Source: an optimization exercise on an open RTL-to-GDS flow (aim: small area, a short achievable clock period and few clock cycles per item). Production flows keep margins and buffers that such runs may drop. The RTL was checked by simulation tests, not by an equivalence proof against the original design.

==> inputs of run G <==
Design process_scheduler, start of the top module:
module process_scheduler #(
  parameter int NUM_PROC = 32,
  parameter int IDX_W    = 5,
  parameter int ADDR_W   = 16
) (
  input  logic              clock,
  input  logic              reset,
  input  logic              create_en,
  input  logic [IDX_W-1:0]  create_idx,
  input  logic [ADDR_W-1:0] create_pc,
  input  logic              save_en,
  input  logic [IDX_W-1:0]  save_idx,
  input  logic [ADDR_W-1:0] save_pc,
  input  logic              save_halt,
  input  logic              sched_req,
  output logic              sched_busy,
  output logic              sched_done,
  output logic              next_valid,
  output logic [IDX_W-1:0]  indice_prox_proc,
  output logic [ADDR_W-1:0] pc_prox_proc,
  output logic [IDX_W:0]    ready_count
);
  logic [NUM_PROC-1:0] r_rdy;
  logic [ADDR_W-1:0]   r_pc [NUM_PROC];
  logic [IDX_W-1:0]    r_last;
  logic                r_valid;
  logic                r_pend;
  logic [IDX_W:0]      r_cnt;
  logic [NUM_PROC-1:0] w_hi, w_rdy_hi, w_c0_oh;
  logic                w_any_hi, w_c0_v;
  ...
==> flow/config.mk <==
export PLATFORM = sky130hd
export DESIGN_NAME = process_scheduler
export DESIGN_NICKNAME = process_scheduler
export VERILOG_FILES = /design/flow/design.v
export SDC_FILE = /design/flow/constraint.sdc
export NUM_CORES = 4
export LEC_CHECK = 0
export CAP_MARGIN = 20
export CORE_MARGIN = 2
export CORE_UTILIZATION = 40
export CTS_BUF_LIST = sky130_fd_sc_hd__clkbuf_8
export CTS_CLUSTER_DIAMETER = 80
export CTS_CLUSTER_SIZE = 12
export SLEW_MARGIN = 20
==> flow/constraint.sdc <==
create_clock -name core_clock -period 20.0 [get_ports {clock}]
set_input_delay 4.0000 -clock core_clock [delete_from_list [all_inputs] [get_ports {clock}]]
set_output_delay 4.0000 -clock core_clock [all_outputs]
set_load 0.01 [all_outputs]
standard.sh (not shown) runs the stock make flow with config.mk's settings and CLKGATE_MAP_FILE= SYNTH_SCRIPT=/design/flow/synth_recipe.tcl, a recipe that flattens the netlist after the stock synthesis.
==> flow/flow/run.sh <==
#!/bin/bash
set -euo pipefail
K=("BUFFER_PORTS_ARGS=-buffer_cell sky130_fd_sc_hd__buf_4" REMOVE_ABC_BUFFERS=1 SKIP_GATE_CLONING=1)
RESULTS=orfs/results/$FLOW_PLATFORM/process_scheduler/base
LIB=$FLOW_HOME/platforms/$FLOW_PLATFORM/lib/sky130_fd_sc_hd__tt_025C_1v80.lib

bash standard.sh "${K[@]}" SETUP_SLACK_MARGIN=14 synth floorplan > flow_part1_synth_floorplan.log 2>&1

# The platform's don't-use cells, as its config.mk lists them.
DONT_USE=$(sed -n '/^export DONT_USE_CELLS += /,/^$/p' "$FLOW_HOME/platforms/$FLOW_PLATFORM/config.mk" \
  | tr -s ' \\\t' '\n' | grep '^sky130' || true)
python3 flow/filter_lib.py "$LIB" lib_no_dont_use.lib $DONT_USE > flow_part2_filter_lib.log 2>&1
mkdir -p restructure_work
RS_RESULTS=$RESULTS RS_LIB=$LIB RS_LIB_FILTERED=$PWD/lib_no_dont_use.lib RS_WORK=$PWD/restructure_work \
  openroad -no_init -exit flow/restructure.tcl > flow_part3_restructure.log 2>&1
touch "$RESULTS/2_floorplan.odb"

bash standard.sh "${K[@]}" SETUP_SLACK_MARGIN=14 place > flow_part4_place.log 2>&1
bash standard.sh "${K[@]}" SETUP_SLACK_MARGIN=13.5 cts > flow_part5_cts.log 2>&1
bash standard.sh "${K[@]}" SETUP_SLACK_MARGIN=13.5 finish > flow_part6_route_finish.log 2>&1
==> flow/flow/filter_lib.py <==
#!/usr/bin/env python3
"""Copy a Liberty file without the cells named on the command line (glob patterns), so
that logic restructuring cannot pick a cell the platform marks don't-use."""
import fnmatch
import re
import sys

src, dst, pats = sys.argv[1], sys.argv[2], sys.argv[3:]
text = open(src).read()
out = []
pos = 0
cell_re = re.compile(r'^\s*cell\s*\(\s*"?([^")\s]+)"?\s*\)\s*\{', re.M)
dropped = 0
for m in cell_re.finditer(text):
    if m.start() < pos:
        continue
    name = m.group(1)
    if not any(fnmatch.fnmatch(name, p) for p in pats):
        continue
    depth, i = 0, m.end() - 1
    while True:
        c = text[i]
        if c == '{':
            depth += 1
        elif c == '}':
            depth -= 1
            if depth == 0:
                break
        i += 1
    out.append(text[pos:m.start()])
    pos = i + 1
    dropped += 1
out.append(text[pos:])
open(dst, 'w').write(''.join(out))
print(f"dropped {dropped} cells")
==> flow/flow/restructure.tcl <==
# Area-oriented logic restructuring (OpenROAD's restructure, which re-maps the
# combinational logic between registers with ABC) on the floorplanned design, before
# placement. Registers are not touched. The Liberty file given to ABC has the
# platform's don't-use cells removed.
set results $::env(RS_RESULTS)
read_db $results/2_floorplan.odb
read_liberty $::env(RS_LIB)
read_sdc $results/2_floorplan.sdc
source $::env(FLOW_HOME)/platforms/$::env(FLOW_PLATFORM)/setRC.tcl
report_design_area
restructure -target area -liberty_file $::env(RS_LIB_FILTERED) \
  -tielo_port sky130_fd_sc_hd__conb_1/LO -tiehi_port sky130_fd_sc_hd__conb_1/HI \
  -work_dir $::env(RS_WORK) -slack_threshold 0 -depth_threshold 16
report_design_area
write_db $results/2_floorplan.odb
==> inputs of run M, as changes to run G <==
--- a/flow/design.v
+++ b/flow/design.v
@@ -22,38 +22,38 @@
 );
   logic [NUM_PROC-1:0] r_rdy;
   logic [ADDR_W-1:0]   r_pc [NUM_PROC];
   logic [IDX_W-1:0]    r_last;
   logic                r_valid;
   logic                r_pend;
   logic [IDX_W:0]      r_cnt;
-  logic [NUM_PROC-1:0] w_hi, w_rdy_hi, w_c0_oh;
+  logic [NUM_PROC-1:0] w_hi, w_rdy_hi, w_oh_hi, w_oh_all, w_c0_oh;
   logic                w_any_hi, w_c0_v;
   logic [IDX_W-1:0]    w_c0_idx;
   logic [ADDR_W-1:0]   w_c0_pc;
   logic [NUM_PROC-1:0] w_before;
   always_comb begin
     logic seen_hi, seen_all;
     logic [NUM_PROC-1:0] p_hi, p_all;
     seen_hi  = 1'b0;
     seen_all = 1'b0;
     for (int i = 0; i < NUM_PROC; i++) begin
       w_hi[i]     = (i != 0) && (IDX_W'(i) > r_last);
       w_rdy_hi[i] = r_rdy[i] & w_hi[i];
+      p_hi[i]     = seen_hi;
+      p_all[i]    = seen_all;
+      w_oh_hi[i]  = w_rdy_hi[i] & ~seen_hi;
+      w_oh_all[i] = r_rdy[i] & ~seen_all;
+      seen_hi     = seen_hi | w_rdy_hi[i];
+      seen_all    = seen_all | r_rdy[i];
     end
-    p_hi  = w_rdy_hi << 1;
-    p_all = r_rdy << 1;
-    for (int d = 1; d < NUM_PROC; d = d * 2) begin
-      p_hi  = p_hi | (p_hi << d);
-      p_all = p_all | (p_all << d);
-    end
-    w_any_hi = |w_rdy_hi;
-    w_c0_v   = |r_rdy;
+    w_any_hi = seen_hi;
+    w_c0_v   = seen_all;
+    w_c0_oh  = w_any_hi ? w_oh_hi : w_oh_all;
     w_before = (w_hi & p_hi) | (~w_hi & ({NUM_PROC{w_any_hi}} | p_all));
-    w_c0_oh  = r_rdy & ~w_before;
     w_c0_idx = '0;
     w_c0_pc  = '0;
     for (int i = 1; i < NUM_PROC; i++) begin
       w_c0_idx = w_c0_idx | ({IDX_W{w_c0_oh[i]}} & IDX_W'(i));
       w_c0_pc  = w_c0_pc | ({ADDR_W{w_c0_oh[i]}} & r_pc[i]);
     end
   end
==> flow/flow/run.sh (replaced) <==
#!/bin/bash
set -euo pipefail
K=("BUFFER_PORTS_ARGS=-buffer_cell sky130_fd_sc_hd__buf_4" REMOVE_ABC_BUFFERS=1)
bash standard.sh "${K[@]}" SETUP_SLACK_MARGIN=14 synth floorplan place > flow_part1_synth_floorplan_place.log 2>&1
bash standard.sh "${K[@]}" SETUP_SLACK_MARGIN=13.5 cts > flow_part2_cts.log 2>&1
bash standard.sh "${K[@]}" SETUP_SLACK_MARGIN=13.5 finish > flow_part3_route_finish.log 2>&1
removed: flow/flow/filter_lib.py
removed: flow/flow/restructure.tcl
==> comparison table <==
Synthesized-area fraction occupied by xor and xnor cells: run G 0.273%; run M 0.210%
Clock latency reported for the late side of the worst-skew pair: run G 0.68 ns; run M 0.72 ns
Outcome: run G finished clean; run M finished clean
Minimum setup slack in the final design: run G 13.50 ns; run M 13.48 ns
Placed standard-cell area: run G 0.0289 mm^2; run M 0.0309 mm^2
Met3 wire length: run G 19.9 mm; run M 16.2 mm
Hold wc startpoint: run G r_pc[16][11]; run M r_pc[4][5]
F_max: run G 154 MHz; run M 153 MHz
Slew at the pin closest to its max-slew limit: run G 1.12 ns; run M 1.17 ns
CP Launch Point: run G create_en; run M save_idx[0]
Capture point of the worst reg-to-reg path: run G pc_prox_proc[3]; run M r_rdy[23]
Met1 Track Usage GR: run G 47.5%; run M 48.7%
Required arrival time at the worst endpoint: run G 20.56 ns; run M 20.57 ns
Testbench counts of run G, summed over its fixed seeds: cycles 2,408, requests 2,400.
Testbench counts of run M, summed over its fixed seeds: cycles 2,408, requests 2,400.

[separate check: timing with driven ports]
How much do the figures lean on ideal ports? The routed layouts below were timed once more, with nothing changed but the port constraints.
Step 1 assumes that a clkbuf_16 drives the clock port and a buf_2 every other input.
Step 2 moves the port delays by t, midway between the first and last clock arrival at a register: inputs arrive t later, outputs are due t later. That takes back most of the time a late clock gives input paths.
a / b / c = ideal / step 1 / step 2; a / b = the first two.
| run | t, ns | setup WS [ns] | worst setup path at the end | clock arrival spread, ns |
|---|---|---|---|---|
| run G | 0.726 | 13.499 / 13.516 / 12.790 | input to register | 0.060 / 0.061 |
| run M | 0.752 | 13.484 / 13.464 / 12.713 | input to register | 0.057 / 0.057 |
After both steps every run listed still meets setup and hold. The setup slack of run M, which loses most, moves by -0.020 ns with the drivers and by -0.771 ns with both steps.
